Source: an optimization exercise on an open RTL-to-GDS flow (aim: small area). Production flows keep margins and buffers that such runs may drop. Only simulation tests tie the RTL to the original design; equivalence was not proved. Power is estimated from default activity; no workload was simulated.

run A:
==> flow/design.v (excerpt) <==
module button_press_classifier_queue_unit (
   input  logic        clock,
   input  logic        reset,
   input  logic        req_valid,
   output logic        req_stall,
   input  logic [40:0] req_payload_bits,
   output logic        rsp_valid,
   input  logic        rsp_stall,
   output logic [13:0] rsp_payload_bits,
   input  logic        csr_valid,
   output logic        csr_ready,
   input  logic [1:0]  csr_index,
   input  logic [15:0] csr_wdata
);
For scale: roughly 1800 cells after synthesis, ~390 flip-flops, roughly 81 I/O pins, ~20000 um2 of cells after synthesis.
Settings: LEC_CHECK=0, CAP_MARGIN=0, CORE_MARGIN=2, CORE_UTILIZATION=40, SLEW_MARGIN=0; clock period 12.0 ns.
standard.sh (not shown) runs the stock make flow with config.mk's settings and CLKGATE_MAP_FILE= SYNTH_SCRIPT=/design/flow/synth_recipe.tcl, a recipe that flattens the netlist after the stock synthesis.
==> flow/flow/run.sh <==
#!/bin/bash
# Layout flow: the standard ORFS flow with these changes.
#  1. Synthesis is the standard flow's own script, except that Yosys's abc step maps the
#     design with each of the area-oriented flow/abc_*.script files and keeps
#     the smallest result (flow/multi_abc.tcl). Registers are mapped before
#     abc, so they come out the same as in the standard synthesis.
#  2. Ports are buffered with buf_1 instead of the default buffer cell.
#  3. Clock tree synthesis runs without dummy loads, with the buffer and
#     clustering options in flow/cts_args.txt.
# Each ORFS step writes its own log under orfs/logs; make's output goes to
# make.log and the DEF export's to write_def.log.
set -euo pipefail
W=$PWD

# Synthesis script: synth_recipe.tcl with ORFS's synth.tcl swapped for a copy
# whose abc call is replaced by my_multi_abc.
sed "s#source \$::env(SCRIPTS_DIR)/synth.tcl#source $W/my_synth.tcl#" synth_recipe.tcl > my_synth_recipe.tcl
grep -q "my_synth.tcl" my_synth_recipe.tcl
awk -v m="$W/flow/multi_abc.tcl" '
  /^  log_cmd abc \{\*\}\$abc_args$/ { print "  my_multi_abc $abc_args $lib_args"; n++; next }
  { print }
  /^source \$::env\(SCRIPTS_DIR\)\/synth_preamble.tcl/ { print "source " m }
  END { if (n != 1) exit 1 }' "$FLOW_HOME/scripts/synth.tcl" > my_synth.tcl
grep -q "multi_abc.tcl" my_synth.tcl
export FLOW_ABC_SCRIPTS="$(ls $W/flow/abc_*.script | tr '\n' ' ')"

# The standard flow's make command line (from standard.sh), with our synthesis script.
ARGS=$(sed -n 's/^make \(.*\) "\${@:-finish}"$/\1/p' standard.sh)
[ -n "$ARGS" ]
ARGS=$(echo "$ARGS" | sed "s#SYNTH_SCRIPT=[^ ]*#SYNTH_SCRIPT=$W/my_synth_recipe.tcl#")
CTS="-sink_clustering_enable -repair_clock_nets -dont_use_dummy_load"
CTS="$CTS $(cat flow/cts_args.txt)"

eval make $ARGS \
  "BUFFER_PORTS_ARGS='-buffer_cell sky130_fd_sc_hd__buf_1'" \
  "CTS_ARGS='$CTS'" \
  finish > make.log 2>&1

# Final DEF, as standard.sh writes it.
R=$(echo "$ARGS" | sed -n 's#.*WORK_HOME=\([^ ]*\).*#\1#p')/results/sky130hd/button_press_classifier_queue_unit/base
: # left out here: write the final layout as DEF
==> flow/flow/cts_args.txt <==
-buf_list sky130_fd_sc_hd__clkbuf_4 -sink_clustering_size 10 -sink_clustering_max_diameter 50
Other scripts of this flow, unchanged in this note and not shown: flow/flow/abc_b8.script, flow/flow/abc_c2.script, flow/flow/abc_c5.script, flow/flow/abc_c8.script, flow/flow/abc_d1.script, flow/flow/abc_d2.script, flow/flow/abc_d6.script, flow/flow/abc_d7.script, flow/flow/multi_abc.tcl
In summary, run A completed successfully, with a layout that passed the timing, design-rule and antenna checks.
diff inputs: run A => run B
- GPL_TIMING_DRIVEN now 0, previously not set
Notes after the runs:
- Global-route usage, run B and run A: smaller value in run B
- STATUS run=run B STAGES=ALL_DONE FINAL_CHECKS=FAILED CAUSE=max-capacitance violations, max-slew violations
- Run B vs run A, met2 track demand over resource went down by 1.4 points.
- [compare] base=run A new=run B: power went down; worst slack on hold paths went down.
Here is what was changed in the inputs of run C compared with run B.
- PLACE_DENSITY now 0.75, previously not set
- CORE_UTILIZATION now 60, was 40
- GPL_TIMING_DRIVEN no longer set, was 0
### Flow results
- Run C finished all stages; the layout is clean.
- Cells: run C has fewer instances than run B
- Global-route usage for run C is higher than for run B.
- Between run B and run C, the routed wirelength normalized by instance count does not differ in any meaningful way.
- Run C does better than run B on largest clock skew in the final design.
- From run B to run C the numbers moved as follows: combinational power higher; sum of internal, switching and leakage power shows no meaningful change; logic gate share of total power shows an increase of 1.7 points; proportion of layout cells with a drive suffix above 1 rose by 0.16 points.
- Going from run B to run C, final worst slack now larger, number of enable flip-flop cells after synthesis comparable.
Edits applied to the flow inputs when going from run C to run D:
- removing PLACE_DENSITY (formerly 0.75)
- changing CORE_UTILIZATION from 60 to 40
==> flow/flow/cts_args.txt <==
-buf_list {sky130_fd_sc_hd__clkbuf_4 sky130_fd_sc_hd__clkbuf_8} -sink_clustering_size 12 -sink_clustering_max_diameter 50
Notes after the runs:
Comparing the two runs side by side, run D comes out ahead of run C on via count. The higher cell area after placement came out of run D. Compared with run C, in run D final critical-path setup slack shrank by 0.21 ns, relative contribution of the clock network to total power grew by 5.4 points, die area grew by about 50%, post-detailed-routing wire length grew by about 8%. On run D: design area is 2.6% higher than what run C gave. NOTE: fraction of power consumed by combinational cells in run D falls short of that of run C.

JK:
The RTL this note starts from:
==> flow/design.v <==
`timescale 1ns / 1ps
package bpcq_pkg;
   localparam logic [15:0] SHORT_TICKS_RST   = 16'd5;
   localparam logic [15:0] LONG_TICKS_RST    = 16'd100;
   localparam logic [15:0] BEEP_TICKS_RST    = 16'd10;
   localparam logic [15:0] GATHER_WINDOW_RST = 16'd100;
endpackage
`timescale 1ns / 1ps
module bpcq_scan (
   input  logic        clock,
   input  logic        reset,
   input  logic        scan_en,
   input  logic [7:0]  lvl,
   input  logic [31:0] now,
   input  logic [15:0] short_ticks,
   input  logic [15:0] long_ticks,
   input  logic [15:0] beep_ticks,
   input  logic [15:0] window,
   input  logic        full,
   output logic        push,
   output logic [8:0]  push_entry,
   output logic        beep_start,
   output logic        beep_stop,
   output logic        fire
);
   logic [7:0]  pmask;
   logic        plong;
   logic [31:0] last;
   logic [15:0] short_m1;
   logic        short_nz;
   assign short_m1 = short_ticks - 16'd1;
   assign short_nz = (short_ticks != 16'd0);
   logic [7:0] ge_s, ge_l, rose, gt_m1;
   for (genvar i = 0; i < 8; i++) begin : g_lane
      bpcq_lane u_lane (
         .clock       (clock),
         .reset       (reset),
         .scan_en     (scan_en),
         .lvl         (lvl[i]),
         .short_m1    (short_m1),
         .long_ticks  (long_ticks),
         .gt_m1       (gt_m1[i]),
         .ge_l        (ge_l[i]),
         .rose        (rose[i])
      );
   end
   assign ge_s = gt_m1 | {8{!short_nz}};
   logic [7:0] mask, lng;
   assign mask = lvl & (ge_s | ge_l);
   assign lng  = lvl & ge_l;
   logic [15:0] beep_n, dec_n;
   logic [16:0] bc;
   logic        beep_le1;
   assign bc[0] = 1'b1;
   for (genvar k = 0; k < 16; k++) begin : g_beep
      assign dec_n[k] = beep_n[k] ^ bc[k];
      assign bc[k+1]  = bc[k] & beep_n[k];
   end
   assign beep_le1   = (beep_n[15:1] == 15'h7FFF);
   assign beep_stop  = beep_le1 && !beep_n[0];
   assign beep_start = beep_le1 && short_nz && (rose != 8'd0);
   always_ff @(posedge clock) begin
      if (reset) begin
         beep_n <= 16'hFFFF;
      end else if (scan_en) begin
         if (beep_start)   beep_n <= ~beep_ticks;
         else if (!bc[16]) beep_n <= dec_n;
      end
   end
   logic [7:0]  mm;
   logic        lm, any_mask;
   logic [16:0] qc, wc;
   logic [15:0] quiet, eq_hi;
   logic        z0, z1, hi_nz;
   assign any_mask = (mask != 8'd0);
   assign mm       = pmask | mask;
   assign lm       = plong | (lng != 8'd0);
   assign qc[0]    = 1'b1;
   assign wc[0]    = 1'b1;
   for (genvar k = 0; k < 16; k++) begin : g_quiet
      assign quiet[k] = now[k] ^ ~last[k] ^ qc[k];
      assign qc[k+1]  = (now[k] & ~last[k]) | (now[k] & qc[k]) | (~last[k] & qc[k]);
      assign wc[k+1]  = (quiet[k] & ~window[k]) | (quiet[k] & wc[k]) | (~window[k] & wc[k]);
   end
   assign eq_hi = ~(now[31:16] ^ last[31:16]);
   assign z0    = (eq_hi == 16'hFFFF);
   assign z1    = !eq_hi[0] &&
                  ((eq_hi[15:1] ^ (now[30:16] | ~last[30:16])) == 15'd0);
   assign hi_nz = qc[16] ? !z0 : !z1;
   assign fire  = (mm != 8'd0) &&
                  (any_mask ? (window == 16'd0) : (hi_nz || wc[16]));
   assign push       = scan_en && fire && !full;
   assign push_entry = {mm, lm};
   always_ff @(posedge clock) begin
      if (reset) begin
         pmask <= 8'd0;
         plong <= 1'b0;
      end else if (scan_en) begin
         pmask <= fire ? 8'd0 : mm;
         plong <= !fire && lm;
      end
   end
   always_ff @(posedge clock) begin
      if (scan_en && any_mask) begin
         last <= now;
      end
   end
endmodule
module bpcq_lane (
   input  logic        clock,
   input  logic        reset,
   input  logic        scan_en,
   input  logic        lvl,
   input  logic [15:0] short_m1,
   input  logic [15:0] long_ticks,
   output logic        gt_m1,
   output logic        ge_l,
   output logic        rose
);
   logic [15:0] hold, sum;
   logic [16:0] t, cs, cl;
   logic        clr;
   assign t[0] = scan_en && !lvl;
   for (genvar k = 0; k < 16; k++) begin : g_inc
      assign sum[k] = hold[k] ^ t[k];
      assign t[k+1] = hold[k] & t[k];
   end
   assign cs[0] = 1'b0;
   assign cl[0] = 1'b1;
   for (genvar k = 0; k < 16; k++) begin : g_cmp
      assign cs[k+1] = (hold[k] & ~short_m1[k]) | (hold[k] & cs[k]) | (~short_m1[k] & cs[k]);
      assign cl[k+1] = (hold[k] & ~long_ticks[k]) | (hold[k] & cl[k]) | (~long_ticks[k] & cl[k]);
   end
   assign gt_m1 = cs[16];
   assign ge_l = cl[16];
   assign rose = !lvl && (hold == short_m1);
   assign clr = reset || (scan_en && lvl);
   always_ff @(posedge clock) begin
      hold <= clr ? 16'd0 : (sum | {16{t[16]}});
   end
endmodule
`timescale 1ns / 1ps
module bpcq_queue (
   input  logic       clock,
   input  logic       reset,
   input  logic       push,
   input  logic [8:0] push_entry,
   input  logic       pop,
   input  logic       rd_en,
   output logic       empty,
   output logic       full,
   output logic [8:0] rd_entry
);
   logic [8:0] slot [0:14];
   logic [3:0] count;
   assign empty = (count == 4'd0);
   assign full  = (count == 4'd15);
   always_ff @(posedge clock) begin
      if (reset) begin
         count <= 4'd0;
      end else if (push) begin
         count <= count + 4'd1;
      end else if (pop && !empty) begin
         count <= count - 4'd1;
      end
   end
   always_ff @(posedge clock) begin
      if (push) begin
         slot[0] <= push_entry;
         for (int k = 1; k < 15; k++) begin
            slot[k] <= slot[k-1];
         end
      end
   end
   logic [14:0] sel;
   logic [3:0]  lo, hi;
   always_comb begin
      for (int k = 0; k < 4; k++) begin
         lo[k] = rd_en && (count[1:0] == 2'(k));
         hi[k] = (count[3:2] == 2'(k));
      end
      for (int k = 0; k < 15; k++) sel[k] = lo[k%4] & hi[k/4];
      rd_entry = 9'd0;
      for (int k = 0; k < 15; k++) rd_entry = rd_entry | ({9{sel[k]}} & slot[k]);
   end
endmodule
`timescale 1ns / 1ps
module button_press_classifier_queue_unit (
   input  logic        clock,
   input  logic        reset,
   input  logic        req_valid,
   output logic        req_stall,
   input  logic [40:0] req_payload_bits,
   output logic        rsp_valid,
   input  logic        rsp_stall,
   output logic [13:0] rsp_payload_bits,
   input  logic        csr_valid,
   output logic        csr_ready,
   input  logic [1:0]  csr_index,
   input  logic [15:0] csr_wdata
);
   logic        rsp_valid_ff;
   logic        req_fire, scan_en, pop_en;
   logic [15:0] short_ticks, long_ticks, beep_ticks, window;
   logic [15:0] short_n, long_n, beep_n;
   assign short_ticks = ~short_n;
   assign long_ticks  = ~long_n;
   assign beep_ticks  = ~beep_n;
   logic        push, fire, beep_start, beep_stop, empty, full;
   logic [8:0]  push_entry, rd_entry;
   logic [3:0]  flags_ff;
   logic        pop_valid_ff;
   assign req_stall = rsp_valid_ff && rsp_stall;
   assign req_fire  = req_valid && !req_stall;
   assign scan_en   = req_fire && !req_payload_bits[40];
   assign pop_en    = req_fire && req_payload_bits[40];
   assign csr_ready = 1'b1;
   always_ff @(posedge clock) begin
      if (reset) begin
         short_n     <= ~bpcq_pkg::SHORT_TICKS_RST;
         long_n      <= ~bpcq_pkg::LONG_TICKS_RST;
         beep_n      <= ~bpcq_pkg::BEEP_TICKS_RST;
         window      <= bpcq_pkg::GATHER_WINDOW_RST;
      end else if (csr_valid) begin
         case (csr_index)
            2'd0: short_n     <= ~csr_wdata;
            2'd1: long_n      <= ~csr_wdata;
            2'd2: beep_n      <= ~csr_wdata;
            default: window   <= csr_wdata;
         endcase
      end
   end
   bpcq_scan u_scan (
      .clock       (clock),
      .reset       (reset),
      .scan_en     (scan_en),
      .lvl         (req_payload_bits[39:32]),
      .now         (req_payload_bits[31:0]),
      .short_ticks (short_ticks),
      .long_ticks  (long_ticks),
      .beep_ticks  (beep_ticks),
      .window      (window),
      .full        (full),
      .push        (push),
      .push_entry  (push_entry),
      .beep_start  (beep_start),
      .beep_stop   (beep_stop),
      .fire        (fire)
   );
   bpcq_queue u_queue (
      .clock      (clock),
      .reset      (reset),
      .push       (push),
      .push_entry (push_entry),
      .pop        (pop_en),
      .rd_en      (pop_valid_ff),
      .empty      (empty),
      .full       (full),
      .rd_entry   (rd_entry)
   );
   always_ff @(posedge clock) begin
      rsp_valid_ff <= !reset && (req_valid || req_stall);
   end
   always_ff @(posedge clock) begin
      if (req_fire) begin
         flags_ff     <= scan_en ? {beep_start, beep_stop, fire && !full, fire && full} : 4'd0;
         pop_valid_ff <= pop_en && !empty;
      end
   end
   assign rsp_valid        = rsp_valid_ff;
   assign rsp_payload_bits = {flags_ff, pop_valid_ff, rd_entry};
endmodule
clock: 12.0 ns
lec_check: 0
cap_margin: 0
core_margin: 2
core_utilization: 40
slew_margin: 0
==> flow/flow/run.sh <==
#!/bin/bash
# Layout flow: the standard ORFS flow with these changes.
#  1. Synthesis is the standard flow's own script, except that Yosys's abc step maps the
#     design with each of the area-oriented flow/abc_*.script files and keeps
#     the smallest result (flow/multi_abc.tcl). Registers are mapped before
#     abc, so they come out the same as in the standard synthesis.
#     Yosys's full-adder extraction is skipped (ADDER_MAP_FILE empty), so
#     abc maps the adders and compares along with the rest of the logic.
#  2. Ports are buffered with buf_1 instead of the default buffer cell.
#  3. Clock tree synthesis runs without dummy loads, with the buffer and
#     clustering options in flow/cts_args.txt.
# Each ORFS step writes its own log under orfs/logs; make's output goes to
# make.log and the DEF export's to write_def.log.
set -euo pipefail
W=$PWD

# Synthesis script: synth_recipe.tcl with ORFS's synth.tcl swapped for a copy
# whose abc call is replaced by my_multi_abc.
sed "s#source \$::env(SCRIPTS_DIR)/synth.tcl#source $W/my_synth.tcl#" synth_recipe.tcl > my_synth_recipe.tcl
grep -q "my_synth.tcl" my_synth_recipe.tcl
awk -v m="$W/flow/multi_abc.tcl" '
  /^  log_cmd abc \{\*\}\$abc_args$/ { print "  my_multi_abc $abc_args $lib_args"; n++; next }
  { print }
  /^source \$::env\(SCRIPTS_DIR\)\/synth_preamble.tcl/ { print "source " m }
  END { if (n != 1) exit 1 }' "$FLOW_HOME/scripts/synth.tcl" > my_synth.tcl
grep -q "multi_abc.tcl" my_synth.tcl
export FLOW_ABC_SCRIPTS="$(ls $W/flow/abc_*.script | tr '\n' ' ')"

# The standard flow's make command line (from standard.sh), with our synthesis script.
ARGS=$(sed -n 's/^make \(.*\) "\${@:-finish}"$/\1/p' standard.sh)
[ -n "$ARGS" ]
ARGS=$(echo "$ARGS" | sed "s#SYNTH_SCRIPT=[^ ]*#SYNTH_SCRIPT=$W/my_synth_recipe.tcl#")
CTS="-sink_clustering_enable -repair_clock_nets -dont_use_dummy_load"
CTS="$CTS $(cat flow/cts_args.txt)"

eval make $ARGS \
  "ADDER_MAP_FILE=" \
  "BUFFER_PORTS_ARGS='-buffer_cell sky130_fd_sc_hd__buf_1'" \
  "CTS_ARGS='$CTS'" \
  finish > make.log 2>&1

# Final DEF, as standard.sh writes it.
R=$(echo "$ARGS" | sed -n 's#.*WORK_HOME=\([^ ]*\).*#\1#p')/results/sky130hd/button_press_classifier_queue_unit/base
: # left out here: write the final layout as DEF
==> flow/flow/cts_args.txt <==
-buf_list sky130_fd_sc_hd__clkbuf_4 -sink_clustering_size 10 -sink_clustering_max_diameter 40
Other scripts of this flow, unchanged in this note and not shown: flow/flow/abc_b8.script, flow/flow/abc_c2.script, flow/flow/abc_c5.script, flow/flow/abc_c8.script, flow/flow/abc_d1.script, flow/flow/abc_d2.script, flow/flow/abc_d6.script, flow/flow/abc_d7.script, flow/flow/abc_e2.script, flow/flow/multi_abc.tcl
JK: flow completed, timing, DRC and antenna clean
Relative to JK, the following input files were edited for TR:
==> flow/flow/cts_args.txt <==
-buf_list sky130_fd_sc_hd__clkbuf_4 -sink_clustering_size 9 -sink_clustering_max_diameter 45
==> comparison <==
- Per the final summary, TR finished and its layout is clean on timing, DRC and antenna.
- Highest clock frequency the design can meet: TR vs JK — no meaningful difference
- TR against JK: worst hold slack higher, global-route usage over all layers fell by 0.18 points, data arrival time at the worst-slack endpoint rose 0.04 ns, relative slew slack went down 2.6 points, die outline width shows no meaningful change.
- JK was larger in final cell area than TR.
- Relative to JK, TR improves worst setup slack.
- [compare] base=JK new=TR: clock power share shows a reduction of 1.6 points, routed length per instance moved up, final critical-path required period went down.

[separate check: timing with driven ports]
How much do the figures lean on ideal ports? The routed layouts below were timed once more, with nothing changed but the port constraints. Step 1 assumes that a clkbuf_16 drives the clock port and a buf_2 every other input. Step 2 adds t to the input delays and takes it off the output delays; t is the mean of the earliest and latest rising clock arrival at the registers after step 1. Input paths then give back, and output paths get back, about the clock's delay inside the block. Slacks: ideal ports / drivers / drivers and shift; pairs: ideal ports / drivers.
run	t (ns)	setup WS [ns]	worst register clock-pin slew, ns
run A	0.837	1.077 / 1.108 / 0.271	0.12 / 0.12
run B	0.830	0.574 / 0.601 / -0.229	0.12 / 0.12
run C	0.811	1.094 / 1.117 / 0.306	0.12 / 0.12
run D	0.677	0.882 / 0.913 / 0.236	0.09 / 0.09
JK	0.841	1.783 / 1.821 / 0.981	0.11 / 0.11
TR	0.853	1.803 / 1.835 / 0.983	0.11 / 0.11
For TR, which loses most, drivers alone change the setup slack by +0.032 ns; drivers and shift together by -0.820 ns.
